This is an optimization exercise on Yosys and OpenROAD, whose aim is small area, a short achievable clock period and few clock cycles per item, not a production implementation.
At most, simulation tests tie the RTL to the original design; equivalence was not proved.
The RTL of runs 1 to 3 was laid out without a check of its function.
Power and IR drop assume default switching activity.

==> flow/design.v, too long to show whole: its modules and the start of the top module <==
// module booth_enc: 55 lines
// module mac_stage1: 1228 lines
// module mac_stage2: 442 lines
// module conv_accel_top: 250 lines
module conv_accel_top (
    input  logic                       clk,
    input  logic                       rst,
    input  logic                       req_valid_i,
    input  logic [1:0]                 req_op_i,
    input  logic                       req_imm_i,
    input  logic [cnn_pkg::DATA_W-1:0] req_rj_i,
    input  logic [cnn_pkg::DATA_W-1:0] req_rk_i,
    output logic                       req_ready_o,
    output logic                       rsp_valid_o,
    output logic                       mem_valid_o,
    input  logic                       mem_ready_i,
    output logic [cnn_pkg::DATA_W-1:0] mem_addr_o,
    output logic                       mem_read_o,
    output logic [cnn_pkg::DATA_W-1:0] mem_wdata_o,
    input  logic                       mem_rsp_valid_i,
    input  logic [cnn_pkg::DATA_W-1:0] mem_rsp_rdata_i
);
  // ...
==> flow/flow/run.sh <==
#!/bin/bash
# Standard layout; ports buffered with a plain buffer, free cell resizing, and
# timing repair aiming past the 10 ns clock's slack.
set -euo pipefail
bash standard.sh SETUP_SLACK_MARGIN=6.8 MATCH_CELL_FOOTPRINT=0 "BUFFER_PORTS_ARGS=-buffer_cell sky130_fd_sc_hd__buf_4" finish > make_finish.log 2>&1
==> flow/standard.sh <==
#!/bin/bash
# synth_recipe.tcl (not shown) runs the flow's synth.tcl, then flattens the netlist and writes it again
# the make line also repeats each setting of config.mk as NAME=value (left out here)
make -C /OpenROAD-flow-scripts/flow DESIGN_CONFIG=/design/flow/config.mk WORK_HOME=/design/flow/orfs CLKGATE_MAP_FILE= SYNTH_SCRIPT=/design/flow/synth_recipe.tcl "${@:-finish}"
==> flow/config.mk <==
export PLATFORM = sky130hd
export DESIGN_NAME = conv_accel_top
export DESIGN_NICKNAME = conv_accel_top
export VERILOG_FILES = /design/flow/design.v
export SDC_FILE = /design/flow/constraint.sdc
export NUM_CORES = 4
export LEC_CHECK = 0
export CAP_MARGIN = 20
export CORE_MARGIN = 2
export CORE_UTILIZATION = 40
export SLEW_MARGIN = 20
==> flow/constraint.sdc <==
create_clock -name core_clock -period 10.0 [get_ports {clk}]
set_input_delay 2.0000 -clock core_clock [delete_from_list [all_inputs] [get_ports {clk}]]
set_output_delay 2.0000 -clock core_clock [all_outputs]
set_load 0.01 [all_outputs]
==> impl_metrics.xml, run 1 <==
<?xml version="1.0" encoding="UTF-8"?>
<metrics>
  <group name="power_and_ir_drop">
    <metric name="combPwrFrac" unit="%">43.0</metric>
    <metric name="power_per_cell_area" unit="nW/um^2">274.1</metric>
    <metric name="largestPowerGroup" unit="">combinational cells</metric>
    <metric name="cellInternalPower" unit="mW">9.549</metric>
    <metric name="power_switching_share" unit="%">37.01</metric>
  </group>
  <group name="timing">
    <metric name="whs" unit="ns">0.3247</metric>
    <metric name="post-route-worst-setup-slack" unit="ns">6.626</metric>
    <metric name="clock_skew" unit="ns">0.06422</metric>
    <metric name="final_period_utilization" unit="%">33.74</metric>
    <metric name="finalSetupTns" unit="ns">0</metric>
  </group>
  <group name="routing">
    <metric name="detail_route.wirelength.met1" unit="um">53510</metric>
    <metric name="vias_per_std_cell" unit="">5.380</metric>
    <metric name="starting_drt_drc_count" unit="">2801</metric>
    <metric name="drc" unit="">0</metric>
    <metric name="dr_total_vias" unit="">31610</metric>
    <metric name="final_antenna_net_count" unit="">0</metric>
  </group>
  <group name="setup_path">
    <metric name="cp_data_arrival_time" unit="ns">3.92</metric>
    <metric name="setup.worst_path.end" unit="">used_q[2]</metric>
    <metric name="regToRegSetupSlack" unit="ns">6.72</metric>
  </group>
  <group name="logic_synthesis">
    <metric name="post_synth_top_area_cell" unit="">sky130_fd_sc_hd__edfxtp_1</metric>
    <metric name="post_synth_xor_area_fraction" unit="%">8.035</metric>
    <metric name="post_synth_main_area_contributors" unit="">sky130_fd_sc_hd__edfxtp_1 37%, sky130_fd_sc_hd__dfxtp_1 12%, sky130_fd_sc_hd__fa_1 11%</metric>
    <metric name="synth_adder_area_share" unit="%">13.75</metric>
    <metric name="postSynth.topFlopCell" unit="">sky130_fd_sc_hd__edfxtp_1</metric>
  </group>
  <group name="cells_and_area">
    <metric name="biggestRegsByFlops" unit="">win_q (160), wt_q (128), mid_q (119)</metric>
    <metric name="finish.cell_count_without_fillers" unit="">5875</metric>
    <metric name="post_route_cells_drive_above_1_share" unit="%">18.36</metric>
    <metric name="most_frequent_standard_cell_in_the_layout_excluding_fill_and_tap_cells" unit="">sky130_fd_sc_hd__edfxtp_1</metric>
  </group>
  <group name="outcome">
    <metric name="status" unit="">no timing/DRC/antenna violations</metric>
  </group>
  <group name="global_routing">
    <metric name="globalRoute.totalOverflow" unit="">0</metric>
    <metric name="grt_use_total" unit="%">21.13</metric>
  </group>
  <group name="die">
    <metric name="initial_core_utilization" unit="%">40.28</metric>
  </group>
  <group name="min_path">
    <metric name="holdCritPathClass" unit="">reg2reg</metric>
  </group>
</metrics>
==> run 2, diff against run 1 <==
==> flow/flow/run.sh (replaced) <==
#!/bin/bash
# Standard layout; ports buffered with a plain buffer, free cell resizing, and
# timing repair aiming past the 10 ns clock's slack.
set -euo pipefail
bash standard.sh SETUP_SLACK_MARGIN=6.6 MATCH_CELL_FOOTPRINT=0 "BUFFER_PORTS_ARGS=-buffer_cell sky130_fd_sc_hd__buf_4" finish > make_finish.log 2>&1
==> impl_metrics.xml, run 2 <==
<?xml version="1.0" encoding="UTF-8"?>
<metrics>
  <group name="outcome">
    <metric name="status" unit="">no timing/DRC/antenna violations</metric>
  </group>
  <group name="clocking">
    <metric name="tritoncts.num_buffers" unit="">92</metric>
    <metric name="cts.sink_count" unit="">838</metric>
    <metric name="cts_hold_repair.buffers" unit="">0</metric>
    <metric name="htreeDepth" unit="">3</metric>
    <metric name="worst_skew_pair.late_latency" unit="ns">0.70</metric>
    <metric name="cts_tree" unit="">built</metric>
    <metric name="clock_tree.buffer_depth" unit="">3</metric>
    <metric name="path_clk_slew" unit="ns">0.06</metric>
    <metric name="clockRootBuffer" unit="">sky130_fd_sc_hd__clkbuf_16</metric>
  </group>
  <group name="setup_path">
    <metric name="cp_cell_sequence" unit="">buf_4</metric>
    <metric name="kind_of_end_point_of_the_critical_path" unit="">output pin</metric>
    <metric name="start_kind" unit="">flop</metric>
    <metric name="cp_data_required_time" unit="ns">8.00</metric>
    <metric name="worst-path-max-fanout" unit="">4</metric>
    <metric name="crit_cells" unit="">1</metric>
    <metric name="ff2ff_path_depth" unit="">14</metric>
    <metric name="cp_data_arrival_time" unit="ns">1.35</metric>
    <metric name="critical_path.n_buffers_inverters" unit="">1</metric>
    <metric name="max_stage_delay" unit="ns">0.48</metric>
    <metric name="timing.critical_path.slowest_stage_cell" unit="">sky130_fd_sc_hd__edfxtp_1</metric>
    <metric name="worst_path_dominant_cell_family" unit="">flip-flops</metric>
    <metric name="critical_path_class" unit="">reg2out</metric>
  </group>
  <group name="global_routing">
    <metric name="gr-usage-met3" unit="%">3.968</metric>
    <metric name="global_route.usage.met1" unit="%">27.40</metric>
    <metric name="first_global_vias" unit="">32138</metric>
    <metric name="maximum_number_of_pins_on_one_net_before_global_route_repair" unit="">78</metric>
    <metric name="grt_use_total" unit="%">20.73</metric>
    <metric name="antenna_violations_before_repair" unit="">1</metric>
    <metric name="grt.busiest_layer" unit="">met2</metric>
    <metric name="grt_first_pass_wirelength" unit="um">189400</metric>
    <metric name="grt_util_met2" unit="%">33.91</metric>
    <metric name="globalRoute.totalOverflow" unit="">0</metric>
  </group>
  <group name="cells_and_area">
    <metric name="finish.cell_count_without_fillers" unit="">5773</metric>
    <metric name="biggestRegsByFlops" unit="">win_q (160), wt_q (128), mid_q (119)</metric>
    <metric name="post_route_cells_drive_above_1_share" unit="%">14.53</metric>
    <metric name="area_growth_syn_to_layout" unit="%">16.07</metric>
    <metric name="largest_register" unit="">win_q</metric>
    <metric name="num-fill-cells" unit="">10302</metric>
    <metric name="seqCellArea" unit="um^2">22610</metric>
    <metric name="multi_input_comb_area" unit="um^2">21130</metric>
    <metric name="largest_register_ffs" unit="">160</metric>
    <metric name="most-common-layout-cells" unit="">572 x sky130_fd_sc_hd__edfxtp_1, 490 x sky130_fd_sc_hd__inv_1, 315 x sky130_fd_sc_hd__nand2_1</metric>
    <metric name="final_cell_area" unit="um^2">53460</metric>
    <metric name="most_frequent_standard_cell_in_the_layout_excluding_fill_and_tap_cells" unit="">sky130_fd_sc_hd__edfxtp_1</metric>
    <metric name="design.final.nets" unit="">4637</metric>
    <metric name="final_util" unit="%">46.75</metric>
  </group>
  <group name="logic_synthesis">
    <metric name="synth.top_cells.by_count" unit="">572 x sky130_fd_sc_hd__edfxtp_1, 493 x sky130_fd_sc_hd__inv_1, 316 x sky130_fd_sc_hd__nand2_1, 266 x sky130_fd_sc_hd__dfxtp_1</metric>
    <metric name="synth_top_area_share" unit="%">37.29</metric>
    <metric name="postSynthAreaPerCell" unit="um^2">11.36</metric>
    <metric name="post_synth_main_area_contributors" unit="">sky130_fd_sc_hd__edfxtp_1 37%, sky130_fd_sc_hd__dfxtp_1 12%, sky130_fd_sc_hd__fa_1 11%</metric>
    <metric name="synth.cell_area" unit="um^2">46060</metric>
    <metric name="ys_types" unit="">78</metric>
    <metric name="post_synth_top_area_cell" unit="">sky130_fd_sc_hd__edfxtp_1</metric>
    <metric name="synth_enable_flop_cells" unit="">572</metric>
    <metric name="yosysSeqAreaShare" unit="%">48.85</metric>
    <metric name="share_of_flip_flops_with_an_asynchronous_set_or_reset_after_synthesis" unit="%">0</metric>
    <metric name="post_synth_inst_count" unit="">4056</metric>
    <metric name="postSynth.topFlopCell" unit="">sky130_fd_sc_hd__edfxtp_1</metric>
    <metric name="synth_most_common_cell" unit="">sky130_fd_sc_hd__edfxtp_1</metric>
    <metric name="flip_flop_and_latch_count_after_synthesis" unit="">838</metric>
    <metric name="yosys_warnings" unit="">1</metric>
  </group>
  <group name="timing">
    <metric name="grt_setup_unrepaired" unit="">true</metric>
    <metric name="clock_skew" unit="ns">0.05978</metric>
    <metric name="post-route-worst-setup-slack" unit="ns">6.651</metric>
    <metric name="min_period" unit="ns">3.349</metric>
    <metric name="setup_viol" unit="">0</metric>
    <metric name="final_period_utilization" unit="%">33.49</metric>
    <metric name="tightestPinTransition" unit="ns">1.003</metric>
    <metric name="finalSetupTns" unit="ns">0</metric>
    <metric name="fmaxAchievable" unit="GHz">0.2986</metric>
    <metric name="max_slew_violations" unit="">0</metric>
    <metric name="maxSlewHeadroom" unit="%">32.97</metric>
    <metric name="whs" unit="ns">0.3261</metric>
    <metric name="hold_viol_final" unit="">0</metric>
  </group>
  <group name="routing">
    <metric name="drt_pre_antenna_iters" unit="">5</metric>
    <metric name="drc" unit="">0</metric>
    <metric name="vias_per_std_cell" unit="">5.385</metric>
    <metric name="final_antenna_net_count" unit="">0</metric>
    <metric name="route.final.wire_length" unit="um">123000</metric>
    <metric name="dr_total_vias" unit="">31088</metric>
    <metric name="starting_drt_drc_count" unit="">2674</metric>
    <metric name="detail_route.wl_per_cell" unit="um">21.30</metric>
  </group>
  <group name="die">
    <metric name="fp.dieArea" unit="um^2">117900</metric>
    <metric name="initial_core_utilization" unit="%">40.28</metric>
    <metric name="die-height" unit="um">343.3</metric>
    <metric name="io-pin-count" unit="">172</metric>
    <metric name="placement_rows" unit="">124</metric>
    <metric name="core" unit="um^2">114300</metric>
    <metric name="width_of_the_die" unit="um">343.3</metric>
  </group>
  <group name="placement">
    <metric name="place.gp.congestion" unit="">0.8400</metric>
    <metric name="dp.cells" unit="">5516</metric>
    <metric name="placement.io_buffers" unit="">149</metric>
    <metric name="detailed_place.area" unit="um^2">48810</metric>
    <metric name="preCtsSetupSlack" unit="ns">4.597</metric>
    <metric name="detailedPlacementHpwl" unit="um">75750</metric>
  </group>
  <group name="power_and_ir_drop">
    <metric name="max-vdd-ir-drop" unit="V">0.0002539</metric>
    <metric name="report.power.total" unit="mW">14.78</metric>
    <metric name="power_per_cell_area" unit="nW/um^2">276.5</metric>
    <metric name="power.static_leakage" unit="nW">20.75</metric>
  </group>
  <group name="run">
    <metric name="max-cap-violations" unit="">0</metric>
  </group>
  <group name="min_path">
    <metric name="holdCritPathClass" unit="">reg2reg</metric>
    <metric name="worst_hold_path.num_cells" unit="">0</metric>
  </group>
</metrics>
## run 2: cell counts after synthesis
Identical to the previous run, type by type.
## run 2: where the power goes
group	total [mW]	leakage [nW]	internal, mW	switching (mW)
Clock	3.51	1.56	2.05	1.46
Combinational	6.22	11.6	2.68	3.54
Sequential	5.05	7.59	4.60	0.450
## run 2: worst paths after layout
path,to,from,slack (ns)
max,mem_addr_o[29],addr_q[27],6.65
min,fb_q,fa_q,0.33
max reg2reg,pos_q[3],tap_q[0],6.66
min reg2reg,fb_q,fa_q,0.33
## run 2: repair_timing
item | in CTS | in global routing
resized for setup | 99 | 64
gates cloned | 7 | 7
endpoints found under the setup margin | 343 | 216
pin swaps | 4 | 7
setup buffers | 42 | 27
## run 2: kinds of logic (layout without fill, tap and decap cells)
| group | count (synthesis) | in the layout | synth area share (%) |
|---|---|---|---|
| AOI/OAI and AO/OA | 811 | 811 | 11.46 |
| xor gates and xnor gates | 421 | 421 | 8.035 |
| adders and majority gates | 352 | 352 | 13.75 |
| buffers and inverters | 757 | 959 | 6.242 |
| DFF | 838 | 838 | 48.85 |
| muxes | 158 | 158 | 4.409 |
| other | 1 | 4 | 0.008142 |
| and+or+nand+nor | 718 | 718 | 7.245 |
## run 2: layout make-up
class	count	area share, %
diodes	2	0.009362
clock buffers	134	5.060
clock inverters	38	0.8660
inverters	495	3.497
multi-input cells	2462	39.52
flip-flops and latches	838	42.29
well taps	1512	3.539
repair buffers	291	5.210
repair inverters	1	0.009362
## run 2: metal layers
layer	share of wire, %	wire, um
met5	0	0
met4	3.4	4171
met3	6.4	7876
met2	48	58740
met1	42	52180
==> run 3, diff against run 2 <==
==> flow/flow/run.sh (replaced) <==
#!/bin/bash
# Standard layout; ports buffered with a plain buffer, free cell resizing, and
# timing repair aiming past the 10 ns clock's slack.
set -euo pipefail
bash standard.sh SETUP_SLACK_MARGIN=6.7 MATCH_CELL_FOOTPRINT=0 "BUFFER_PORTS_ARGS=-buffer_cell sky130_fd_sc_hd__buf_4" finish > make_finish.log 2>&1
==> impl_metrics.xml, run 3 <==
<?xml version="1.0" encoding="UTF-8"?>
<metrics>
  <group name="outcome">
    <metric name="status" unit="">no timing/DRC/antenna violations</metric>
  </group>
  <group name="die">
    <metric name="fp.dieArea" unit="um^2">117900</metric>
    <metric name="core" unit="um^2">114300</metric>
    <metric name="width_of_the_die" unit="um">343.3</metric>
    <metric name="placement_rows" unit="">124</metric>
    <metric name="initial_core_utilization" unit="%">40.28</metric>
    <metric name="io-pin-count" unit="">172</metric>
    <metric name="die-height" unit="um">343.3</metric>
  </group>
  <group name="cells_and_area">
    <metric name="final_util" unit="%">47.75</metric>
    <metric name="post_route_cells_drive_above_1_share" unit="%">17.04</metric>
    <metric name="most-common-layout-cells" unit="">572 x sky130_fd_sc_hd__edfxtp_1, 487 x sky130_fd_sc_hd__inv_1, 312 x sky130_fd_sc_hd__nand2_1</metric>
    <metric name="biggestRegsByFlops" unit="">win_q (160), wt_q (128), mid_q (119)</metric>
    <metric name="largest_register_ffs" unit="">160</metric>
    <metric name="largest_register" unit="">win_q</metric>
    <metric name="area_growth_syn_to_layout" unit="%">18.55</metric>
    <metric name="most_frequent_standard_cell_in_the_layout_excluding_fill_and_tap_cells" unit="">sky130_fd_sc_hd__edfxtp_1</metric>
    <metric name="design.final.nets" unit="">4712</metric>
  </group>
  <group name="setup_path">
    <metric name="max_stage_delay" unit="ns">0.38</metric>
    <metric name="worst_path_dominant_cell_family" unit="">buffers and inverters</metric>
    <metric name="kind_of_end_point_of_the_critical_path" unit="">flop</metric>
    <metric name="timing.critical_path.slowest_stage_cell" unit="">sky130_fd_sc_hd__a21oi_2</metric>
    <metric name="worst-path-max-fanout" unit="">14</metric>
    <metric name="critical_path.n_buffers_inverters" unit="">7</metric>
    <metric name="ff2ff_path_depth" unit="">10</metric>
    <metric name="cp_data_required_time" unit="ns">10.43</metric>
    <metric name="start_kind" unit="">input pin</metric>
    <metric name="crit_cells" unit="">11</metric>
    <metric name="cp_data_arrival_time" unit="ns">3.99</metric>
    <metric name="critical_path_class" unit="">in2reg</metric>
    <metric name="cp_cell_sequence" unit="">buf_8 -&gt; nand3b_1 -&gt; buf_12 -&gt; buf_8 -&gt; buf_4 -&gt; buf_4 -&gt; a21oi_2 -&gt; nor3_4 -&gt; buf_4 -&gt; clkbuf_16 -&gt; a221o_1</metric>
    <metric name="critical-path-top-cell-by-count" unit="">sky130_fd_sc_hd__buf_4</metric>
  </group>
  <group name="logic_synthesis">
    <metric name="synth.cell_area" unit="um^2">46060</metric>
    <metric name="post_synth_inst_count" unit="">4056</metric>
    <metric name="synth_most_common_cell" unit="">sky130_fd_sc_hd__edfxtp_1</metric>
    <metric name="synth_enable_flop_cells" unit="">572</metric>
    <metric name="ys_types" unit="">78</metric>
    <metric name="post_synth_main_area_contributors" unit="">sky130_fd_sc_hd__edfxtp_1 37%, sky130_fd_sc_hd__dfxtp_1 12%, sky130_fd_sc_hd__fa_1 11%</metric>
    <metric name="postSynthAreaPerCell" unit="um^2">11.36</metric>
    <metric name="postSynth.topFlopCell" unit="">sky130_fd_sc_hd__edfxtp_1</metric>
    <metric name="yosysSeqAreaShare" unit="%">48.85</metric>
    <metric name="synth.top_cells.by_count" unit="">572 x sky130_fd_sc_hd__edfxtp_1, 493 x sky130_fd_sc_hd__inv_1, 316 x sky130_fd_sc_hd__nand2_1, 266 x sky130_fd_sc_hd__dfxtp_1</metric>
    <metric name="yosys_warnings" unit="">1</metric>
    <metric name="post_synth_top_area_cell" unit="">sky130_fd_sc_hd__edfxtp_1</metric>
    <metric name="synth_top_area_share" unit="%">37.29</metric>
    <metric name="share_of_flip_flops_with_an_asynchronous_set_or_reset_after_synthesis" unit="%">0</metric>
    <metric name="flip_flop_and_latch_count_after_synthesis" unit="">838</metric>
  </group>
  <group name="timing">
    <metric name="hold_viol_final" unit="">0</metric>
    <metric name="maxSlewHeadroom" unit="%">37.37</metric>
    <metric name="grt_setup_unrepaired" unit="">true</metric>
    <metric name="max_slew_violations" unit="">0</metric>
    <metric name="fmaxAchievable" unit="GHz">0.2809</metric>
    <metric name="final_period_utilization" unit="%">35.60</metric>
    <metric name="setup_viol" unit="">0</metric>
    <metric name="clock_skew" unit="ns">0.04905</metric>
    <metric name="min_period" unit="ns">3.560</metric>
    <metric name="tightestPinTransition" unit="ns">0.9374</metric>
    <metric name="finalSetupTns" unit="ns">0</metric>
  </group>
  <group name="routing">
    <metric name="starting_drt_drc_count" unit="">3061</metric>
    <metric name="route.final.wire_length" unit="um">126000</metric>
    <metric name="final_antenna_net_count" unit="">0</metric>
    <metric name="drt_pre_antenna_iters" unit="">6</metric>
    <metric name="drc" unit="">0</metric>
    <metric name="vias_per_std_cell" unit="">5.383</metric>
    <metric name="detail_route.wl_per_cell" unit="um">21.52</metric>
    <metric name="dr_total_vias" unit="">31513</metric>
  </group>
  <group name="clocking">
    <metric name="path_clk_slew" unit="ns">0.06</metric>
    <metric name="cts_tree" unit="">built</metric>
    <metric name="tritoncts.num_buffers" unit="">94</metric>
    <metric name="cts_hold_repair.buffers" unit="">0</metric>
    <metric name="clock_tree.buffer_depth" unit="">3</metric>
    <metric name="htreeDepth" unit="">3</metric>
    <metric name="cts.sink_count" unit="">838</metric>
    <metric name="clockRootBuffer" unit="">sky130_fd_sc_hd__clkbuf_16</metric>
    <metric name="worst_skew_pair.late_latency" unit="ns">0.70</metric>
  </group>
  <group name="global_routing">
    <metric name="antenna_violations_before_repair" unit="">3</metric>
    <metric name="first_global_vias" unit="">32051</metric>
    <metric name="grt_first_pass_wirelength" unit="um">192400</metric>
    <metric name="maximum_number_of_pins_on_one_net_before_global_route_repair" unit="">78</metric>
    <metric name="globalRoute.totalOverflow" unit="">0</metric>
    <metric name="grt_use_total" unit="%">21.16</metric>
  </group>
  <group name="power_and_ir_drop">
    <metric name="report.power.total" unit="mW">14.89</metric>
    <metric name="power_switching_share" unit="%">37.07</metric>
    <metric name="cellInternalPower" unit="mW">9.368</metric>
    <metric name="share_seq_of_total_power" unit="%">33.9</metric>
    <metric name="clock_power_share" unit="%">23.3</metric>
    <metric name="power.static_leakage" unit="nW">21.19</metric>
    <metric name="power_spent_charging_and_discharging_nets" unit="mW">5.518</metric>
    <metric name="combPwrFrac" unit="%">42.8</metric>
    <metric name="max-vdd-ir-drop" unit="V">0.0002954</metric>
    <metric name="power_per_cell_area" unit="nW/um^2">272.6</metric>
  </group>
  <group name="run">
    <metric name="max-cap-violations" unit="">0</metric>
  </group>
  <group name="placement">
    <metric name="place.gp.congestion" unit="">0.8518</metric>
    <metric name="detailedPlacementHpwl" unit="um">75330</metric>
    <metric name="placement.io_buffers" unit="">149</metric>
  </group>
  <group name="min_path">
    <metric name="worst_hold_path.num_cells" unit="">0</metric>
    <metric name="holdCritPathClass" unit="">reg2reg</metric>
  </group>
</metrics>
[run 3: path summary, 6_finish.rpt]
| kind | startpoint | to | slack [ns] |
|---|---|---|---|
| worst max-delay path | mem_ready_i | addr_q[28] | 6.44 |
| worst min-delay path | fa_q | fb_q | 0.33 |
| worst max register to register | xa_q[5] | mid_q[114] | 6.77 |
| worst min register to register | fa_q | fb_q | 0.33 |
[run 3: per-stage QoR]
stage | setup WS, ns | cells | hold WS, ns | instance area (um^2)
2_1_floorplan | 4.431 | 4057 | 0.3096 | 46530
3_3_place_gp | 4.798 | 5513 | 0.3119 | 48890
3_5_place_dp | 4.754 | 5513 | 0.3160 | 48890
4_1_cts | 6.560 | 5801 | 0.3287 | 53730
5_1_grt | 6.374 | 5852 | 0.3329 | 54600
6_report | 6.440 | 5854 | 0.3265 | 54600
[run 3: timing repair]
item | CTS | global route
cloned | 17 | 7
gates resized for setup | 187 | 85
buffers inserted | 93 | 42
pin swaps | 22 | 40
setup endpoints to repair | 367 | 156
[run 3: power by group through the flow]
stage	Sequential, mW	Combinational (mW)	Clock (mW)
2_1_floorplan	4.88	4.39	0
3_3_place_gp	5.13	5.92	0
3_5_place_dp	5.15	6.03	0
4_1_cts	5.07	6.31	3.53
5_1_grt	5.10	7.32	3.66
6_report	5.05	6.38	3.46
[run 3: layout make-up]
type	instances	area [um^2]
Tap cell	1512	1892
Timing Repair inverter	1	5.005
Fill cell	10315	59740
Antenna cell	4	10.01
Timing Repair Buffer	360	3607
Sequential cell	838	22640
Clock buffer	124	2599
Multi-Input combinational cell	2466	21450
Clock inverter	54	521.8
Inverter	495	1877
[run 3: logic make-up (layout without fill, tap and decap cells)]
group / count (synthesis) / in the layout / share of synthesized area (%)
xor gates and xnor gates: 421 / 421 / 8.035
AOI/OAI and AO/OA: 811 / 811 / 11.46
DFF: 838 / 838 / 48.85
adders and majority gates: 352 / 352 / 13.75
muxes: 158 / 158 / 4.409
other: 1 / 6 / 0.008142
buffers and inverters: 757 / 1034 / 6.242
and+or+nand+nor: 718 / 722 / 7.245
[run 3: metal layers]
layer,part of all wire [%],track usage [%],wire length (um),vias up
li1,-,-,-,14363
met1,42,28.42,52500,15715
met2,48,34.50,59970,1192
met3,7.8,4.034,9873,243
met4,2.9,6.914,3665,0
met5,0,0,0,-
==> module conv_accel_top, before the edit <==
module conv_accel_top (
    input  logic                       clk,
    input  logic                       rst,
    input  logic                       req_valid_i,
    input  logic [1:0]                 req_op_i,
    input  logic                       req_imm_i,
    input  logic [cnn_pkg::DATA_W-1:0] req_rj_i,
    input  logic [cnn_pkg::DATA_W-1:0] req_rk_i,
    output logic                       req_ready_o,
    output logic                       rsp_valid_o,
    output logic                       mem_valid_o,
    input  logic                       mem_ready_i,
    output logic [cnn_pkg::DATA_W-1:0] mem_addr_o,
    output logic                       mem_read_o,
    output logic [cnn_pkg::DATA_W-1:0] mem_wdata_o,
    input  logic                       mem_rsp_valid_i,
    input  logic [cnn_pkg::DATA_W-1:0] mem_rsp_rdata_i
);
    localparam int DW = cnn_pkg::DATA_W;
    localparam int AW = cnn_pkg::ADDR_W;
    localparam int LW = cnn_pkg::LEN_W;
    localparam int S  = cnn_pkg::WIN_WORDS;
    localparam int PW = cnn_pkg::POS_W;
    localparam int MB = cnn_pkg::MID_BITS;
    logic [AW-1:0]          src_q, dst_q;
    logic [LW-1:0]          n_q;
    logic [1:0]             km1_q;               
    logic [1:0]             kwm1_q;              
    logic [3:0][DW-1:0]     wt_q;
    logic                   idle_q;              
    logic                   busy_q;
    logic                   rsp_q;
    logic [1:0]             keffm1_q;            
    logic [2:0]             wtodo_q;             
    logic [2:0]             wrsp_q;              
    logic [LW-1:0]          rtodo_q;             
    logic [AW-1:0]          rd_addr_q;           
    logic [AW-1:0]          wr_addr_q;           
    logic [AW-1:0]          addr_q;              
    logic [2:0]             used_q;              
    logic                   req_v_q, req_rd_q;   
    logic                   req_lastw_q;         
    logic [S-1:0][DW-1:0]   win_q;               
    logic [PW-1:0]          pos_q;               
    logic [1:0]             tap_q;
    logic [LW-1:0]          orem_q;              
    logic [DW-1:0]          acc_s_q, acc_c_q;
    logic                   acc_full_q;          
    logic [1:0]             oinf_q;              
    logic [DW-1:0]          res_q;
    logic                   res_full_q;          
    logic [DW-1:0]          res1_q;              
    logic                   res1_full_q;
    logic cmd_hsk, conv_hsk;
    assign busy_q      = ~idle_q;
    assign req_ready_o = idle_q;
    assign rsp_valid_o = rsp_q;
    assign cmd_hsk     = req_valid_i & idle_q;
    assign conv_hsk    = cmd_hsk & (req_op_i == cnn_pkg::OP_CONV);
    logic [1:0]    keff_reuse;                   
    logic [1:0]    kdrop;                        
    assign keff_reuse = (kwm1_q < km1_q) ? kwm1_q : km1_q;
    assign kdrop      = km1_q - keff_reuse;
    always_ff @(posedge clk) begin
        if (cmd_hsk && req_op_i == cnn_pkg::OP_CONF_SRC) begin
            src_q <= req_rj_i[DW-1:2];
            n_q   <= req_rk_i[LW-1:0];
            km1_q <= req_rk_i[LW +: 2] - 2'd1;
        end
        if (cmd_hsk && req_op_i == cnn_pkg::OP_CONF_DST) begin
            dst_q <= req_rj_i[DW-1:2];
        end
        if (conv_hsk && req_imm_i) begin
            kwm1_q <= km1_q;
        end
    end
    logic rd_acc, wr_acc, slot, last_wr;
    logic acc_vacate, res_full_nx, want_rd;
    logic rsp_w, rsp_d;
    assign rd_acc = req_v_q & req_rd_q & mem_ready_i;
    assign wr_acc = req_v_q & ~req_rd_q & mem_ready_i;
    assign slot   = ~req_v_q | mem_ready_i;
    assign rsp_w  = mem_rsp_valid_i & (wrsp_q != 3'd0);
    assign rsp_d  = mem_rsp_valid_i & (wrsp_q == 3'd0);
    assign mem_valid_o = req_v_q;
    assign mem_read_o  = req_rd_q;
    assign mem_addr_o  = {addr_q, 2'b00};
    assign mem_wdata_o = res_q;
    logic avail, last_tap, mac_fire, free;
    assign avail      = ~pos_q[PW-1];
    assign last_tap   = (tap_q == keffm1_q);
    assign acc_vacate = acc_full_q & (~res1_full_q | wr_acc);
    assign mac_fire   = busy_q & avail & (orem_q != LW'(km1_q)) & ((tap_q != 2'd0) | (oinf_q != 2'd3));
    assign free       = mac_fire & (tap_q == 2'd0);
    assign res_full_nx = res1_full_q | (res_full_q & ~wr_acc) | acc_vacate;
    assign want_rd     = (wtodo_q != 3'd0) | ((rtodo_q != LW'(kdrop)) & (int'(used_q) < S));
    assign last_wr     = wr_acc & (orem_q == LW'(km1_q)) & (oinf_q == 2'd1);
    always_ff @(posedge clk) begin
        if (rst) begin
            idle_q      <= 1'b1;
            rsp_q       <= 1'b0;
            req_v_q     <= 1'b0;
            req_rd_q    <= 1'b0;
            req_lastw_q <= 1'b0;
            wtodo_q     <= '0;
            wrsp_q      <= '0;
            rtodo_q     <= '0;
            used_q      <= '0;
        end else begin
            rsp_q <= (cmd_hsk & (req_op_i != cnn_pkg::OP_CONV)) | last_wr;
            if (conv_hsk) begin
                idle_q      <= 1'b0;
                req_v_q     <= 1'b1;
                req_rd_q    <= 1'b1;
                if (req_imm_i) begin
                    keffm1_q    <= km1_q;
                    wtodo_q     <= {1'b0, km1_q};
                    wrsp_q      <= {1'b0, km1_q} + 3'd1;
                    req_lastw_q <= (km1_q == 2'd0);
                    rtodo_q     <= n_q;
                    used_q      <= '0;
                end else begin
                    keffm1_q    <= keff_reuse;
                    wtodo_q     <= '0;
                    wrsp_q      <= '0;
                    req_lastw_q <= 1'b0;
                    rtodo_q     <= n_q - LW'(1);
                    used_q      <= 3'd1;
                end
            end else if (busy_q) begin
                if (last_wr) idle_q <= 1'b1;
                if (rsp_w) wrsp_q <= wrsp_q - 3'd1;
                if (slot) begin
                    if (!last_wr && res_full_nx) begin
                        req_v_q  <= 1'b1;
                        req_rd_q <= 1'b0;
                    end else if (!last_wr && want_rd) begin
                        req_v_q     <= 1'b1;
                        req_rd_q    <= 1'b1;
                        req_lastw_q <= (wtodo_q == 3'd1);
                        if (wtodo_q != 3'd0) wtodo_q <= wtodo_q - 3'd1;
                        else                 rtodo_q <= rtodo_q - LW'(1);
                    end else begin
                        req_v_q <= 1'b0;
                    end
                end
                used_q <= used_q
                          + ((slot && !last_wr && !res_full_nx && want_rd && wtodo_q == 3'd0) ? 3'd1 : 3'd0)
                          - (free ? 3'd1 : 3'd0);
            end
        end
    end
    logic [AW-1:0] rd_addr_d, wr_addr_d;
    logic          new_wr, new_rd;
    logic [AW-1:0] addr_inc;                     
    assign addr_inc  = addr_q + AW'(1);
    assign rd_addr_d = rd_acc ? (req_lastw_q ? src_q : addr_inc) : rd_addr_q;
    assign wr_addr_d = wr_acc ? addr_inc : wr_addr_q;
    assign new_wr    = busy_q & slot & ~last_wr & res_full_nx;
    assign new_rd    = busy_q & slot & ~last_wr & ~res_full_nx & want_rd;
    always_ff @(posedge clk) begin
        if (conv_hsk) begin
            wr_addr_q <= dst_q;
            addr_q    <= req_imm_i ? req_rj_i[DW-1:2] : src_q;
        end else begin
            rd_addr_q <= rd_addr_d;
            wr_addr_q <= wr_addr_d;
            if (new_wr)      addr_q <= wr_addr_d;
            else if (new_rd) addr_q <= rd_addr_d;
        end
    end
    logic [1:0] widx;
    assign widx = km1_q + 2'd1 - wrsp_q[1:0];    
    always_ff @(posedge clk) begin
        if (rsp_w) wt_q[widx] <= mem_rsp_rdata_i;
        if (rsp_d) begin
            win_q[0] <= mem_rsp_rdata_i;
            for (int i = 1; i < S; i++) win_q[i] <= win_q[i-1];
        end
    end
    logic [DW-1:0]   xa_q;
    logic [DW/2-1:0] one, two, neg, onea_q, twoa_q, nega_q;   
    logic          va_q, fa_q, la_q;
    logic [MB-1:0] mid, mid_q;
    logic          vb_q, fb_q, lb_q;
    logic [DW-1:0] mac_as, mac_ac, tree_s, tree_c;
    booth_enc u_booth_enc (.y(wt_q[tap_q]), .one(one), .two(two), .neg(neg));
    mac_stage1 u_mac_stage1 (.x(xa_q), .one(onea_q), .two(twoa_q), .neg(nega_q), .mid_o(mid));
    assign mac_as = fb_q ? '0 : acc_s_q;
    assign mac_ac = fb_q ? '0 : acc_c_q;
    mac_stage2 u_mac_stage2 (
        .mid_i(mid_q), .as_i(mac_as), .ac_i(mac_ac), .s_o(tree_s), .c_o(tree_c)
    );
    logic [PW-1:0] pos_step;
    always_comb begin
        pos_step = '0;
        if (mac_fire) pos_step = last_tap ? ({{(PW-2){1'b0}}, keffm1_q} + {PW{1'b1}}) : {PW{1'b1}};
        if (rsp_d)    pos_step = pos_step + {{(PW-1){1'b0}}, 1'b1};
    end
    always_ff @(posedge clk) begin
        if (rst) begin
            acc_full_q <= 1'b0;
            res_full_q <= 1'b0;
            res1_full_q <= 1'b0;
            oinf_q     <= '0;
            va_q       <= 1'b0;
            vb_q       <= 1'b0;
        end else begin
            va_q <= mac_fire;
            vb_q <= va_q;
            if (conv_hsk) begin
                pos_q      <= {PW{1'b1}};
                tap_q      <= '0;
                orem_q     <= n_q;
                acc_full_q <= 1'b0;
                res_full_q <= 1'b0;
                res1_full_q <= 1'b0;
                oinf_q     <= '0;
            end else begin
                pos_q      <= pos_q + pos_step;
                acc_full_q <= (acc_full_q & ~acc_vacate) | (vb_q & lb_q);
                res_full_q <= res_full_nx;
                res1_full_q <= (res1_full_q & ~wr_acc) | (acc_vacate & res_full_q & ~(wr_acc & ~res1_full_q));
                oinf_q     <= oinf_q + (free ? 2'd1 : 2'd0) - (wr_acc ? 2'd1 : 2'd0);
                if (mac_fire) begin
                    tap_q <= last_tap ? 2'd0 : tap_q + 2'd1;
                    if (last_tap) orem_q <= orem_q - LW'(1);
                end
            end
        end
    end
    always_ff @(posedge clk) begin
        xa_q  <= win_q[pos_q[PW-2:0]];
        onea_q <= one;
        twoa_q <= two;
        nega_q <= neg;
        fa_q  <= (tap_q == 2'd0);
        la_q  <= last_tap;
        mid_q <= mid;
        fb_q  <= fa_q;
        lb_q  <= la_q;
        if (vb_q) begin
            acc_s_q <= tree_s;
            acc_c_q <= tree_c;
        end
        if (wr_acc && res1_full_q)                                   res_q  <= res1_q;
        else if (acc_vacate && (!res_full_q || wr_acc))              res_q  <= acc_s_q + acc_c_q;
        if (acc_vacate && res_full_q && !(wr_acc && !res1_full_q))   res1_q <= acc_s_q + acc_c_q;
    end
endmodule
==> run 4, diff against run 3 <==
--- a/flow/design.v
+++ b/flow/design.v
@@ -1829,11 +1829,11 @@
     assign avail      = ~pos_q[PW-1];
     assign last_tap   = (tap_q == keffm1_q);
     assign acc_vacate = acc_full_q & (~res1_full_q | wr_acc);
-    assign mac_fire   = busy_q & avail & (orem_q != LW'(km1_q)) & ((tap_q != 2'd0) | (oinf_q != 2'd3));
+    assign mac_fire   = busy_q & avail & (orem_q != '0) & ((tap_q != 2'd0) | (oinf_q != 2'd3));
     assign free       = mac_fire & (tap_q == 2'd0);
     assign res_full_nx = res1_full_q | (res_full_q & ~wr_acc) | acc_vacate;
-    assign want_rd     = (wtodo_q != 3'd0) | ((rtodo_q != LW'(kdrop)) & (int'(used_q) < S));
-    assign last_wr     = wr_acc & (orem_q == LW'(km1_q)) & (oinf_q == 2'd1);
+    assign want_rd     = (wtodo_q != 3'd0) | ((rtodo_q != '0) & (int'(used_q) < S));
+    assign last_wr     = wr_acc & (orem_q == '0) & (oinf_q == 2'd1);
     always_ff @(posedge clk) begin
         if (rst) begin
             idle_q      <= 1'b1;
@@ -1863,7 +1863,7 @@
                     wtodo_q     <= '0;
                     wrsp_q      <= '0;
                     req_lastw_q <= 1'b0;
-                    rtodo_q     <= n_q - LW'(1);
+                    rtodo_q     <= n_q - LW'(kdrop) - LW'(1);
                     used_q      <= 3'd1;
                 end
             end else if (busy_q) begin
@@ -1899,6 +1899,7 @@
     assign new_rd    = busy_q & slot & ~last_wr & ~res_full_nx & want_rd;
     always_ff @(posedge clk) begin
         if (conv_hsk) begin
+            rd_addr_q <= req_imm_i ? req_rj_i[DW-1:2] : src_q;
             wr_addr_q <= dst_q;
             addr_q    <= req_imm_i ? req_rj_i[DW-1:2] : src_q;
         end else begin
@@ -1950,7 +1951,7 @@
             if (conv_hsk) begin
                 pos_q      <= {PW{1'b1}};
                 tap_q      <= '0;
-                orem_q     <= n_q;
+                orem_q     <= n_q - LW'(km1_q);
                 acc_full_q <= 1'b0;
                 res_full_q <= 1'b0;
                 res1_full_q <= 1'b0;
==> flow/flow/run.sh (replaced) <==
#!/bin/bash
# Standard layout; ports buffered with a plain buffer, free cell resizing, and
# timing repair aiming past the 10 ns clock's slack.
set -euo pipefail
bash standard.sh SETUP_SLACK_MARGIN=6.8 MATCH_CELL_FOOTPRINT=0 "BUFFER_PORTS_ARGS=-buffer_cell sky130_fd_sc_hd__buf_4" finish > make_finish.log 2>&1
==> impl_metrics.xml, run 4 <==
<?xml version="1.0" encoding="UTF-8"?>
<metrics>
  <group name="run">
    <metric name="max-cap-violations" unit="">0</metric>
  </group>
  <group name="setup_path">
    <metric name="cp_data_required_time" unit="ns">8.00</metric>
    <metric name="worst-path-max-fanout" unit="">2</metric>
    <metric name="max_stage_delay" unit="ns">0.48</metric>
    <metric name="cp_cell_sequence" unit="">buf_6</metric>
    <metric name="ff2ff_path_depth" unit="">15</metric>
    <metric name="start_kind" unit="">flop</metric>
    <metric name="worstSetupStartpoint" unit="">addr_q[9]</metric>
    <metric name="setup.worst_path.end" unit="">mem_addr_o[11]</metric>
    <metric name="cp_data_arrival_time" unit="ns">1.34</metric>
    <metric name="regToRegSetupSlack" unit="ns">6.73</metric>
    <metric name="kind_of_end_point_of_the_critical_path" unit="">output pin</metric>
    <metric name="crit_cells" unit="">1</metric>
    <metric name="r2r-end" unit="">pos_q[2]</metric>
    <metric name="critical_path.n_buffers_inverters" unit="">1</metric>
    <metric name="worst_path_dominant_cell_family" unit="">flip-flops</metric>
    <metric name="critical_path_class" unit="">reg2out</metric>
    <metric name="crit-reg2reg-launch" unit="">orem_q[0]</metric>
    <metric name="timing.critical_path.slowest_stage_cell" unit="">sky130_fd_sc_hd__edfxtp_1</metric>
  </group>
  <group name="logic_synthesis">
    <metric name="post_synth_main_area_contributors" unit="">sky130_fd_sc_hd__edfxtp_1 35%, sky130_fd_sc_hd__dfxtp_1 13%, sky130_fd_sc_hd__fa_1 11%</metric>
    <metric name="flip_flop_and_latch_count_after_synthesis" unit="">838</metric>
    <metric name="post_synth_and_or_nand_nor_area_fraction" unit="%">7.766</metric>
    <metric name="synth.cell_area" unit="um^2">46060</metric>
    <metric name="synth_mux_area_share" unit="%">4.020</metric>
    <metric name="largest_family_of_logic_cells_by_synthesized_area" unit="">adder cells</metric>
    <metric name="synth_top_area_share" unit="%">35.33</metric>
    <metric name="synth.top_cells.by_count" unit="">542 x sky130_fd_sc_hd__edfxtp_1, 491 x sky130_fd_sc_hd__inv_1, 326 x sky130_fd_sc_hd__nand2_1, 296 x sky130_fd_sc_hd__dfxtp_1, 259 x sky130_fd_sc_hd__fa_1</metric>
    <metric name="yosys_warnings" unit="">1</metric>
    <metric name="synth_adder_area_share" unit="%">13.95</metric>
    <metric name="post_synth_xor_area_fraction" unit="%">8.138</metric>
    <metric name="postSynth.topFlopCell" unit="">sky130_fd_sc_hd__edfxtp_1</metric>
    <metric name="postSynthAreaPerCell" unit="um^2">11.24</metric>
    <metric name="yosysSeqAreaShare" unit="%">48.20</metric>
    <metric name="synth_most_common_cell" unit="">sky130_fd_sc_hd__edfxtp_1</metric>
    <metric name="synth_enable_flop_cells" unit="">542</metric>
    <metric name="ys_types" unit="">89</metric>
    <metric name="post_synth_inst_count" unit="">4098</metric>
    <metric name="share_of_flip_flops_with_an_asynchronous_set_or_reset_after_synthesis" unit="%">0</metric>
    <metric name="synth_compound_area_share" unit="%">11.62</metric>
    <metric name="post_synth_top_area_cell" unit="">sky130_fd_sc_hd__edfxtp_1</metric>
  </group>
  <group name="timing">
    <metric name="grt_setup_unrepaired" unit="">true</metric>
    <metric name="fmaxAchievable" unit="GHz">0.2994</metric>
    <metric name="max_slew_violations" unit="">0</metric>
    <metric name="tightestPinTransition" unit="ns">0.9587</metric>
    <metric name="finalSetupTns" unit="ns">0</metric>
    <metric name="maxSlewHeadroom" unit="%">35.95</metric>
    <metric name="final_period_utilization" unit="%">33.40</metric>
    <metric name="setup_viol" unit="">0</metric>
    <metric name="hold_viol_final" unit="">0</metric>
    <metric name="clock_skew" unit="ns">0.04643</metric>
    <metric name="min_period" unit="ns">3.340</metric>
  </group>
  <group name="placement">
    <metric name="place.gp.congestion" unit="">0.8140</metric>
    <metric name="detailed_place.area" unit="um^2">48850</metric>
    <metric name="detailedPlacementHpwl" unit="um">74270</metric>
    <metric name="placement.io_buffers" unit="">149</metric>
  </group>
  <group name="cells_and_area">
    <metric name="area_growth_syn_to_layout" unit="%">18.30</metric>
    <metric name="most-common-layout-cells" unit="">542 x sky130_fd_sc_hd__edfxtp_1, 484 x sky130_fd_sc_hd__inv_1, 316 x sky130_fd_sc_hd__nand2_1</metric>
    <metric name="final_cell_area" unit="um^2">54490</metric>
    <metric name="most_frequent_standard_cell_in_the_layout_excluding_fill_and_tap_cells" unit="">sky130_fd_sc_hd__edfxtp_1</metric>
    <metric name="biggestRegsByFlops" unit="">win_q (160), wt_q (128), mid_q (119)</metric>
    <metric name="largest_register" unit="">win_q</metric>
    <metric name="design.final.nets" unit="">4712</metric>
    <metric name="post_route_cells_drive_above_1_share" unit="%">17.60</metric>
    <metric name="largest_register_ffs" unit="">160</metric>
    <metric name="final_util" unit="%">47.66</metric>
  </group>
  <group name="routing">
    <metric name="drt_pre_antenna_iters" unit="">6</metric>
    <metric name="detail_route.wl_per_cell" unit="um">20.46</metric>
    <metric name="dr_total_vias" unit="">30777</metric>
    <metric name="starting_drt_drc_count" unit="">2441</metric>
    <metric name="vias_per_std_cell" unit="">5.265</metric>
    <metric name="drc" unit="">0</metric>
    <metric name="route.final.wire_length" unit="um">119600</metric>
    <metric name="final_antenna_net_count" unit="">0</metric>
  </group>
  <group name="die">
    <metric name="io-pin-count" unit="">172</metric>
    <metric name="die-height" unit="um">343.3</metric>
    <metric name="width_of_the_die" unit="um">343.3</metric>
    <metric name="core" unit="um^2">114300</metric>
    <metric name="fp.dieArea" unit="um^2">117900</metric>
    <metric name="initial_core_utilization" unit="%">40.28</metric>
    <metric name="placement_rows" unit="">124</metric>
  </group>
  <group name="global_routing">
    <metric name="antenna_violations_before_repair" unit="">4</metric>
    <metric name="grt_first_pass_wirelength" unit="um">183100</metric>
    <metric name="globalRoute.totalOverflow" unit="">0</metric>
    <metric name="grt_use_total" unit="%">19.97</metric>
    <metric name="first_global_vias" unit="">31374</metric>
    <metric name="maximum_number_of_pins_on_one_net_before_global_route_repair" unit="">83</metric>
  </group>
  <group name="clocking">
    <metric name="cts_hold_repair.buffers" unit="">0</metric>
    <metric name="clock_tree.buffer_depth" unit="">3</metric>
    <metric name="clockRootBuffer" unit="">sky130_fd_sc_hd__clkbuf_16</metric>
    <metric name="htreeDepth" unit="">3</metric>
    <metric name="cts.sink_count" unit="">838</metric>
    <metric name="worst_skew_pair.late_latency" unit="ns">0.70</metric>
    <metric name="cts_tree" unit="">built</metric>
    <metric name="tritoncts.num_buffers" unit="">92</metric>
    <metric name="path_clk_slew" unit="ns">0.06</metric>
  </group>
  <group name="outcome">
    <metric name="status" unit="">no timing/DRC/antenna violations</metric>
  </group>
  <group name="power_and_ir_drop">
    <metric name="max-vdd-ir-drop" unit="V">0.0002213</metric>
    <metric name="power.static_leakage" unit="nW">21.12</metric>
    <metric name="power_per_cell_area" unit="nW/um^2">270.3</metric>
  </group>
  <group name="min_path">
    <metric name="holdCritPathClass" unit="">reg2reg</metric>
  </group>
</metrics>
## run 4: through the flow
step | hold WS [ns] | instances | setup WS [ns] | total power [mW]
finish | 0.3274 | 5846 | 6.660 | 14.73
global route | 0.3292 | 5846 | 6.513 | 15.97
CTS | 0.3248 | 5779 | 6.613 | 14.76
detailed placement | 0.3134 | 5550 | 5.316 | 10.95
global placement | 0.3125 | 5550 | 5.373 | 10.82
floorplan | 0.3096 | 4099 | 4.386 | 9.165
## run 4: cells by family (layout without fill, tap and decap cells)
family | count (synthesis) | in the layout
adder cells (fa/ha/maj) | 358 | 358
buffers and inverters | 758 | 984
AO/OA/AOI/OAI | 817 | 817
flip-flops | 838 | 838
other | 1 | 6
multiplexers | 140 | 140
AND/OR/NAND/NOR | 758 | 763
XOR/XNOR | 428 | 428
## run 4: area by class of cell
type / count / area, um^2
antenna: 4 / 10.01
sequential: 838 / 22350
tap: 1512 / 1892
multi-input combinational: 2508 / 21830
fill: 10237 / 59850
timing repair buffer: 318 / 3248
clock buffer: 130 / 2735
inverter: 492 / 1853
clock inverter: 44 / 581.8
## run 4: worst min-delay path by stage
stage | start | end | slack, ns | cells past startpoint
detailed placement | fa_q | fb_q | 0.31 | 0
floorplan | fa_q | fb_q | 0.31 | 0
global route | fa_q | fb_q | 0.33 | 0
CTS | fa_q | fb_q | 0.32 | 0
finish | fa_q | fb_q | 0.33 | 0
global placement | fa_q | fb_q | 0.31 | 0
## run 4: report_power, final
| group | internal, mW | switching [mW] | total, mW |
|---|---|---|---|
| Sequential | 4.57 | 0.418 | 4.99 |
| Clock | 2.16 | 1.47 | 3.63 |
| Combinational | 2.67 | 3.44 | 6.11 |
| Total | 9.41 | 5.32 | 14.7 |
## run 4: per-layer routing
metal  GRT usage, %  part of all wire (%)  wire length (um)  vias to the layer above
met3          3.537                   6.8              8088                      225
met2          31.82                    46             54850                      979
met5              0                     0                 0                        -
met1          27.34                    44             52470                    15293
met4          7.351                   3.5              4206                        0
li1               -                     -                 -                    14280
## run 4: timing repair
action,4_1_cts,5_1_grt
hold endpoints to repair,0,0
setup buffers,50,53
gates cloned,5,10
resized for setup,169,152
pin swaps,26,40
endpoints found under the setup margin,339,362
Testbench counts of run 4, summed over its fixed seeds: cycles 8,990, items 2,528.
==> run 5, diff against run 4 <==
--- a/flow/design.v
+++ b/flow/design.v
@@ -1816,9 +1816,25 @@
     logic rd_acc, wr_acc, slot, last_wr;
     logic acc_vacate, res_full_nx, want_rd;
     logic rsp_w, rsp_d;
-    assign rd_acc = req_v_q & req_rd_q & mem_ready_i;
-    assign wr_acc = req_v_q & ~req_rd_q & mem_ready_i;
-    assign slot   = ~req_v_q | mem_ready_i;
+    logic [1:0] rd_acc_c, wr_acc_c, slot_c, vac_c, rfn_c, last_wr_c, new_wr_c, new_rd_c;
+    logic       orem_done;
+    assign orem_done = (orem_q == LW'(km1_q));    
+    for (genvar r = 0; r < 2; r++) begin : g_rdy
+        assign rd_acc_c[r]  = req_v_q & req_rd_q & (r == 1);
+        assign wr_acc_c[r]  = req_v_q & ~req_rd_q & (r == 1);
+        assign slot_c[r]    = ~req_v_q | (r == 1);
+        assign vac_c[r]     = acc_full_q & (~res1_full_q | wr_acc_c[r]);
+        assign rfn_c[r]     = res1_full_q | (res_full_q & ~wr_acc_c[r]) | vac_c[r];
+        assign last_wr_c[r] = wr_acc_c[r] & orem_done & (oinf_q == 2'd1);
+        assign new_wr_c[r]  = busy_q & slot_c[r] & ~last_wr_c[r] & rfn_c[r];
+        assign new_rd_c[r]  = busy_q & slot_c[r] & ~last_wr_c[r] & ~rfn_c[r] & want_rd;
+    end
+    assign rd_acc      = mem_ready_i ? rd_acc_c[1]  : rd_acc_c[0];
+    assign wr_acc      = mem_ready_i ? wr_acc_c[1]  : wr_acc_c[0];
+    assign slot        = mem_ready_i ? slot_c[1]    : slot_c[0];
+    assign acc_vacate  = mem_ready_i ? vac_c[1]     : vac_c[0];
+    assign res_full_nx = mem_ready_i ? rfn_c[1]     : rfn_c[0];
+    assign last_wr     = mem_ready_i ? last_wr_c[1] : last_wr_c[0];
     assign rsp_w  = mem_rsp_valid_i & (wrsp_q != 3'd0);
     assign rsp_d  = mem_rsp_valid_i & (wrsp_q == 3'd0);
     assign mem_valid_o = req_v_q;
@@ -1828,12 +1844,19 @@
     logic avail, last_tap, mac_fire, free;
     assign avail      = ~pos_q[PW-1];
     assign last_tap   = (tap_q == keffm1_q);
-    assign acc_vacate = acc_full_q & (~res1_full_q | wr_acc);
-    assign mac_fire   = busy_q & avail & (orem_q != '0) & ((tap_q != 2'd0) | (oinf_q != 2'd3));
+    assign mac_fire   = busy_q & avail & ~orem_done & ((tap_q != 2'd0) | (oinf_q != 2'd3));
     assign free       = mac_fire & (tap_q == 2'd0);
-    assign res_full_nx = res1_full_q | (res_full_q & ~wr_acc) | acc_vacate;
-    assign want_rd     = (wtodo_q != 3'd0) | ((rtodo_q != '0) & (int'(used_q) < S));
-    assign last_wr     = wr_acc & (orem_q == '0) & (oinf_q == 2'd1);
+    assign want_rd     = (wtodo_q != 3'd0) | ((rtodo_q != LW'(kdrop)) & (int'(used_q) < S));
+    logic          new_wr, new_rd, new_src_rd;
+    logic [2:0]    used_inc, used_keep, wtodo_m1;
+    logic [LW-1:0] rtodo_m1;
+    assign new_wr     = mem_ready_i ? new_wr_c[1] : new_wr_c[0];
+    assign new_rd     = mem_ready_i ? new_rd_c[1] : new_rd_c[0];
+    assign new_src_rd = new_rd & (wtodo_q == 3'd0);
+    assign used_keep  = free ? used_q - 3'd1 : used_q;    
+    assign used_inc   = free ? used_q : used_q + 3'd1;    
+    assign wtodo_m1   = wtodo_q - 3'd1;
+    assign rtodo_m1   = rtodo_q - LW'(1);
     always_ff @(posedge clk) begin
         if (rst) begin
             idle_q      <= 1'b1;
@@ -1863,43 +1886,32 @@
                     wtodo_q     <= '0;
                     wrsp_q      <= '0;
                     req_lastw_q <= 1'b0;
-                    rtodo_q     <= n_q - LW'(kdrop) - LW'(1);
+                    rtodo_q     <= n_q - LW'(1);
                     used_q      <= 3'd1;
                 end
             end else if (busy_q) begin
                 if (last_wr) idle_q <= 1'b1;
                 if (rsp_w) wrsp_q <= wrsp_q - 3'd1;
                 if (slot) begin
-                    if (!last_wr && res_full_nx) begin
-                        req_v_q  <= 1'b1;
-                        req_rd_q <= 1'b0;
-                    end else if (!last_wr && want_rd) begin
-                        req_v_q     <= 1'b1;
-                        req_rd_q    <= 1'b1;
-                        req_lastw_q <= (wtodo_q == 3'd1);
-                        if (wtodo_q != 3'd0) wtodo_q <= wtodo_q - 3'd1;
-                        else                 rtodo_q <= rtodo_q - LW'(1);
-                    end else begin
-                        req_v_q <= 1'b0;
-                    end
+                    req_v_q  <= new_wr | new_rd;
+                    req_rd_q <= ~new_wr;
+                end
+                if (new_rd) begin
+                    req_lastw_q <= (wtodo_q == 3'd1);
+                    if (wtodo_q != 3'd0) wtodo_q <= wtodo_m1;
                 end
-                used_q <= used_q
-                          + ((slot && !last_wr && !res_full_nx && want_rd && wtodo_q == 3'd0) ? 3'd1 : 3'd0)
-                          - (free ? 3'd1 : 3'd0);
+                if (new_src_rd) rtodo_q <= rtodo_m1;
+                used_q <= new_src_rd ? used_inc : used_keep;
             end
         end
     end
     logic [AW-1:0] rd_addr_d, wr_addr_d;
-    logic          new_wr, new_rd;
     logic [AW-1:0] addr_inc;                     
     assign addr_inc  = addr_q + AW'(1);
     assign rd_addr_d = rd_acc ? (req_lastw_q ? src_q : addr_inc) : rd_addr_q;
     assign wr_addr_d = wr_acc ? addr_inc : wr_addr_q;
-    assign new_wr    = busy_q & slot & ~last_wr & res_full_nx;
-    assign new_rd    = busy_q & slot & ~last_wr & ~res_full_nx & want_rd;
     always_ff @(posedge clk) begin
         if (conv_hsk) begin
-            rd_addr_q <= req_imm_i ? req_rj_i[DW-1:2] : src_q;
             wr_addr_q <= dst_q;
             addr_q    <= req_imm_i ? req_rj_i[DW-1:2] : src_q;
         end else begin
@@ -1931,11 +1943,14 @@
     mac_stage2 u_mac_stage2 (
         .mid_i(mid_q), .as_i(mac_as), .ac_i(mac_ac), .s_o(tree_s), .c_o(tree_c)
     );
-    logic [PW-1:0] pos_step;
+    logic [PW-1:0] pos_f, pos_f1;
+    logic [1:0]    oinf_f, oinf_f1;
     always_comb begin
-        pos_step = '0;
-        if (mac_fire) pos_step = last_tap ? ({{(PW-2){1'b0}}, keffm1_q} + {PW{1'b1}}) : {PW{1'b1}};
-        if (rsp_d)    pos_step = pos_step + {{(PW-1){1'b0}}, 1'b1};
+        pos_f = pos_q;
+        if (mac_fire) pos_f = pos_q + (last_tap ? ({{(PW-2){1'b0}}, keffm1_q} + {PW{1'b1}}) : {PW{1'b1}});
+        pos_f1  = pos_f + {{(PW-1){1'b0}}, 1'b1};
+        oinf_f  = oinf_q + (free ? 2'd1 : 2'd0);
+        oinf_f1 = oinf_f - 2'd1;
     end
     always_ff @(posedge clk) begin
         if (rst) begin
@@ -1951,17 +1966,17 @@
             if (conv_hsk) begin
                 pos_q      <= {PW{1'b1}};
                 tap_q      <= '0;
-                orem_q     <= n_q - LW'(km1_q);
+                orem_q     <= n_q;
                 acc_full_q <= 1'b0;
                 res_full_q <= 1'b0;
                 res1_full_q <= 1'b0;
                 oinf_q     <= '0;
             end else begin
-                pos_q      <= pos_q + pos_step;
+                pos_q      <= rsp_d ? pos_f1 : pos_f;
                 acc_full_q <= (acc_full_q & ~acc_vacate) | (vb_q & lb_q);
                 res_full_q <= res_full_nx;
                 res1_full_q <= (res1_full_q & ~wr_acc) | (acc_vacate & res_full_q & ~(wr_acc & ~res1_full_q));
-                oinf_q     <= oinf_q + (free ? 2'd1 : 2'd0) - (wr_acc ? 2'd1 : 2'd0);
+                oinf_q     <= wr_acc ? oinf_f1 : oinf_f;
                 if (mac_fire) begin
                     tap_q <= last_tap ? 2'd0 : tap_q + 2'd1;
                     if (last_tap) orem_q <= orem_q - LW'(1);
==> impl_metrics.xml, run 5 <==
<?xml version="1.0" encoding="UTF-8"?>
<metrics>
  <group name="outcome">
    <metric name="status" unit="">no timing/DRC/antenna violations</metric>
  </group>
  <group name="cells_and_area">
    <metric name="biggestRegsByFlops" unit="">win_q (160), wt_q (128), mid_q (119)</metric>
    <metric name="post_route_cells_drive_above_1_share" unit="%">16.08</metric>
    <metric name="most-common-layout-cells" unit="">572 x sky130_fd_sc_hd__edfxtp_1, 504 x sky130_fd_sc_hd__inv_1, 358 x sky130_fd_sc_hd__nand2_1</metric>
    <metric name="finish.cell_count_without_fillers" unit="">5711</metric>
    <metric name="largest_register_ffs" unit="">160</metric>
    <metric name="num-fill-cells" unit="">10340</metric>
    <metric name="seqCellArea" unit="um^2">22630</metric>
    <metric name="area_growth_syn_to_layout" unit="%">17.02</metric>
    <metric name="design.final.nets" unit="">4569</metric>
    <metric name="most_frequent_standard_cell_in_the_layout_excluding_fill_and_tap_cells" unit="">sky130_fd_sc_hd__edfxtp_1</metric>
    <metric name="multi_input_comb_area" unit="um^2">20890</metric>
    <metric name="largest_register" unit="">win_q</metric>
  </group>
  <group name="clocking">
    <metric name="htreeDepth" unit="">3</metric>
    <metric name="worst_skew_pair.late_latency" unit="ns">0.71</metric>
    <metric name="cts_hold_repair.buffers" unit="">0</metric>
    <metric name="cts_tree" unit="">built</metric>
    <metric name="clockRootBuffer" unit="">sky130_fd_sc_hd__clkbuf_16</metric>
    <metric name="tritoncts.num_buffers" unit="">92</metric>
    <metric name="clock_tree.buffer_depth" unit="">3</metric>
    <metric name="path_clk_slew" unit="ns">0.06</metric>
    <metric name="cts.sink_count" unit="">838</metric>
  </group>
  <group name="setup_path">
    <metric name="timing.critical_path.slowest_stage_cell" unit="">sky130_fd_sc_hd__edfxtp_1</metric>
    <metric name="r2r-end" unit="">mid_q[114]</metric>
    <metric name="regToRegSetupSlack" unit="ns">6.80</metric>
    <metric name="cp_data_arrival_time" unit="ns">1.32</metric>
    <metric name="start_kind" unit="">flop</metric>
    <metric name="critical_path.n_buffers_inverters" unit="">1</metric>
    <metric name="ff2ff_path_depth" unit="">10</metric>
    <metric name="crit-reg2reg-launch" unit="">xa_q[7]</metric>
    <metric name="critical_path_class" unit="">reg2out</metric>
    <metric name="cp_data_required_time" unit="ns">8.00</metric>
    <metric name="kind_of_end_point_of_the_critical_path" unit="">output pin</metric>
    <metric name="worst-path-max-fanout" unit="">4</metric>
    <metric name="max_stage_delay" unit="ns">0.48</metric>
    <metric name="worst_path_dominant_cell_family" unit="">flip-flops</metric>
    <metric name="cp_cell_sequence" unit="">buf_6</metric>
    <metric name="worstSetupStartpoint" unit="">addr_q[25]</metric>
  </group>
  <group name="placement">
    <metric name="place.gp.congestion" unit="">0.8378</metric>
    <metric name="placement.io_buffers" unit="">149</metric>
    <metric name="dp.cells" unit="">5448</metric>
    <metric name="detailedPlacementHpwl" unit="um">72610</metric>
  </group>
  <group name="routing">
    <metric name="drt_pre_antenna_iters" unit="">6</metric>
    <metric name="vias_per_std_cell" unit="">5.261</metric>
    <metric name="starting_drt_drc_count" unit="">2639</metric>
    <metric name="final_antenna_net_count" unit="">0</metric>
    <metric name="detail_route.wl_per_cell" unit="um">20.75</metric>
    <metric name="dr_total_vias" unit="">30044</metric>
    <metric name="route.final.wire_length" unit="um">118500</metric>
    <metric name="drc" unit="">0</metric>
  </group>
  <group name="power_and_ir_drop">
    <metric name="power.static_leakage" unit="nW">20.64</metric>
    <metric name="clock_power_share" unit="%">25.0</metric>
    <metric name="combPwrFrac" unit="%">39.0</metric>
    <metric name="power_spent_charging_and_discharging_nets" unit="mW">4.845</metric>
    <metric name="max-vdd-ir-drop" unit="V">0.0001621</metric>
    <metric name="power_switching_share" unit="%">35.35</metric>
    <metric name="cellInternalPower" unit="mW">8.860</metric>
    <metric name="power_per_cell_area" unit="nW/um^2">256.0</metric>
    <metric name="share_seq_of_total_power" unit="%">36.0</metric>
  </group>
  <group name="global_routing">
    <metric name="grt_use_total" unit="%">19.96</metric>
    <metric name="maximum_number_of_pins_on_one_net_before_global_route_repair" unit="">164</metric>
    <metric name="first_global_vias" unit="">30127</metric>
    <metric name="antenna_violations_before_repair" unit="">1</metric>
    <metric name="grt_first_pass_wirelength" unit="um">181100</metric>
    <metric name="globalRoute.totalOverflow" unit="">0</metric>
  </group>
  <group name="die">
    <metric name="width_of_the_die" unit="um">342.2</metric>
    <metric name="io-pin-count" unit="">172</metric>
    <metric name="die-height" unit="um">342.2</metric>
    <metric name="placement_rows" unit="">124</metric>
    <metric name="core" unit="um^2">113900</metric>
    <metric name="fp.dieArea" unit="um^2">117100</metric>
    <metric name="initial_core_utilization" unit="%">40.17</metric>
  </group>
  <group name="timing">
    <metric name="finalSetupTns" unit="ns">0</metric>
    <metric name="final_period_utilization" unit="%">33.17</metric>
    <metric name="fmaxAchievable" unit="GHz">0.3015</metric>
    <metric name="min_period" unit="ns">3.317</metric>
    <metric name="maxSlewHeadroom" unit="%">39.70</metric>
    <metric name="tightestPinTransition" unit="ns">0.9045</metric>
    <metric name="max_slew_violations" unit="">0</metric>
    <metric name="hold_viol_final" unit="">0</metric>
    <metric name="grt_setup_unrepaired" unit="">true</metric>
    <metric name="clock_skew" unit="ns">0.07216</metric>
    <metric name="setup_viol" unit="">0</metric>
  </group>
  <group name="logic_synthesis">
    <metric name="post_synth_main_area_contributors" unit="">sky130_fd_sc_hd__edfxtp_1 38%, sky130_fd_sc_hd__dfxtp_1 12%, sky130_fd_sc_hd__fa_1 11%</metric>
    <metric name="ys_types" unit="">79</metric>
    <metric name="post_synth_top_area_cell" unit="">sky130_fd_sc_hd__edfxtp_1</metric>
    <metric name="yosys_warnings" unit="">1</metric>
    <metric name="postSynth.topFlopCell" unit="">sky130_fd_sc_hd__edfxtp_1</metric>
    <metric name="synth_enable_flop_cells" unit="">572</metric>
    <metric name="synth.cell_area" unit="um^2">45740</metric>
    <metric name="postSynthAreaPerCell" unit="um^2">11.50</metric>
    <metric name="share_of_flip_flops_with_an_asynchronous_set_or_reset_after_synthesis" unit="%">0</metric>
    <metric name="synth_most_common_cell" unit="">sky130_fd_sc_hd__edfxtp_1</metric>
    <metric name="yosysSeqAreaShare" unit="%">49.19</metric>
    <metric name="post_synth_inst_count" unit="">3979</metric>
    <metric name="synth_top_area_share" unit="%">37.55</metric>
    <metric name="synth.top_cells.by_count" unit="">572 x sky130_fd_sc_hd__edfxtp_1, 508 x sky130_fd_sc_hd__inv_1, 364 x sky130_fd_sc_hd__nand2_1, 275 x sky130_fd_sc_hd__o21ai_0, 266 x sky130_fd_sc_hd__dfxtp_1</metric>
    <metric name="flip_flop_and_latch_count_after_synthesis" unit="">838</metric>
  </group>
  <group name="run">
    <metric name="max-cap-violations" unit="">0</metric>
  </group>
  <group name="min_path">
    <metric name="worst_hold_path.endpoint" unit="">lb_q</metric>
    <metric name="holdCritPathClass" unit="">reg2reg</metric>
    <metric name="worst_hold_path.num_cells" unit="">0</metric>
    <metric name="holdCritStartpoint" unit="">la_q</metric>
  </group>
</metrics>
run 5: cell count changes in the layout (fill, tap and decap cells not counted), sizes merged, moves of 31 or more:
cell	before	now
a21oi	153	85
o21ai	221	277
nor2	167	130
nand2	329	365
mux2i	77	43
a211oi	54	22
mux4	33	64
nor2b	98	67
run 5: cells by family (layout without fill, tap and decap cells):
| logic type | count (synthesis) | count (layout) | synth area share, % |
|---|---|---|---|
| AND/OR/NAND/NOR | 721 | 722 | 7.333 |
| buffers and inverters | 760 | 977 | 6.286 |
| XOR/XNOR | 425 | 425 | 8.138 |
| other | 1 | 3 | 0.008198 |
| flip-flops | 838 | 838 | 49.19 |
| AO/OA/AOI/OAI | 749 | 749 | 10.48 |
| adder cells (fa/ha/maj) | 347 | 347 | 13.71 |
| multiplexers | 138 | 138 | 4.855 |
run 5: worst max path at each step:
stage	cells after the start	to	slack, ns
2_1_floorplan	5	wrsp_q[2]	4.97
3_3_place_gp	8	addr_q[12]	5.31
3_5_place_dp	8	addr_q[12]	5.26
4_1_cts	1	mem_addr_o[27]	6.60
5_1_grt	1	mem_addr_o[27]	6.62
6_report	1	mem_addr_o[27]	6.68
run 5: cell type report:
class | count | area share [%]
tap | 1512 | 3.534
multi-input combinational | 2383 | 39.02
antenna | 1 | 0.004675
timing repair buffer | 293 | 5.741
clock buffer | 122 | 4.820
inverter | 510 | 3.630
sequential | 838 | 42.28
clock inverter | 52 | 0.9677
run 5: routing by layer:
layer	wire [um]	GRT usage, %
met5	0	0
met2	54710	31.38
met4	3383	6.323
met3	7221	3.257
met1	53180	28.26
run 5: timing repair:
item                                    CTS  global route
gates cloned                              4             8
buffers inserted                         58            18
endpoints found under the hold margin     0             0
endpoints found under the setup margin  351           152
gates resized for setup                 166            94
pin swaps                                13            22
run 5: power by group through the flow:
stage	Combinational [mW]	Clock [mW]	Sequential [mW]
finish	5.34	3.43	4.93
global route	6.16	3.64	4.98
floorplan	3.83	0	4.82
global placement	5.03	0	5.01
detailed placement	5.15	0	5.02
CTS	5.35	3.51	4.92
run 5: metrics by stage:
step                      utilization [%]  hold slack, ns  setup slack, ns  instance area (um^2)  power [mW]
final                               47.00          0.3281            6.683                 53530       13.70
after global routing                47.00          0.3342            6.624                 53530       14.78
after CTS                           46.40          0.3302            6.596                 52840       13.78
after detailed placement            42.61          0.3151            5.256                 48530       10.17
after global placement              42.61          0.3136            5.313                 48530       10.04
after floorplan                         -          0.3096            4.971                 46110       8.643
Testbench counts of run 5, summed over its fixed seeds: cycles 8,990, items 2,528.

## port drivers added, routing unchanged
No port has a modelled driver above. Below, the same layouts with a new extraction and two added sets of constraints. Step 1 assumes that a clkbuf_16 drives the clock port and a buf_2 every other input. Step 2 times the ports against the registers' clock, not the clock port: input delays grow and output delays shrink by t, the midpoint of the rising clock arrivals with the driver on. a / b / c = ideal ports / drivers / drivers and shift; a / b = the first two.
| run | t, ns | setup WS [ns] |
|---|---|---|
| run 1 | 0.763 | 6.626 / 6.594 / 5.887 |
| run 2 | 0.744 | 6.651 / 6.576 / 5.978 |
| run 3 | 0.754 | 6.440 / 6.467 / 5.713 |
| run 4 | 0.748 | 6.660 / 6.587 / 5.973 |
| run 5 | 0.744 | 6.683 / 6.614 / 5.996 |
After both steps every run listed still meets setup and hold.
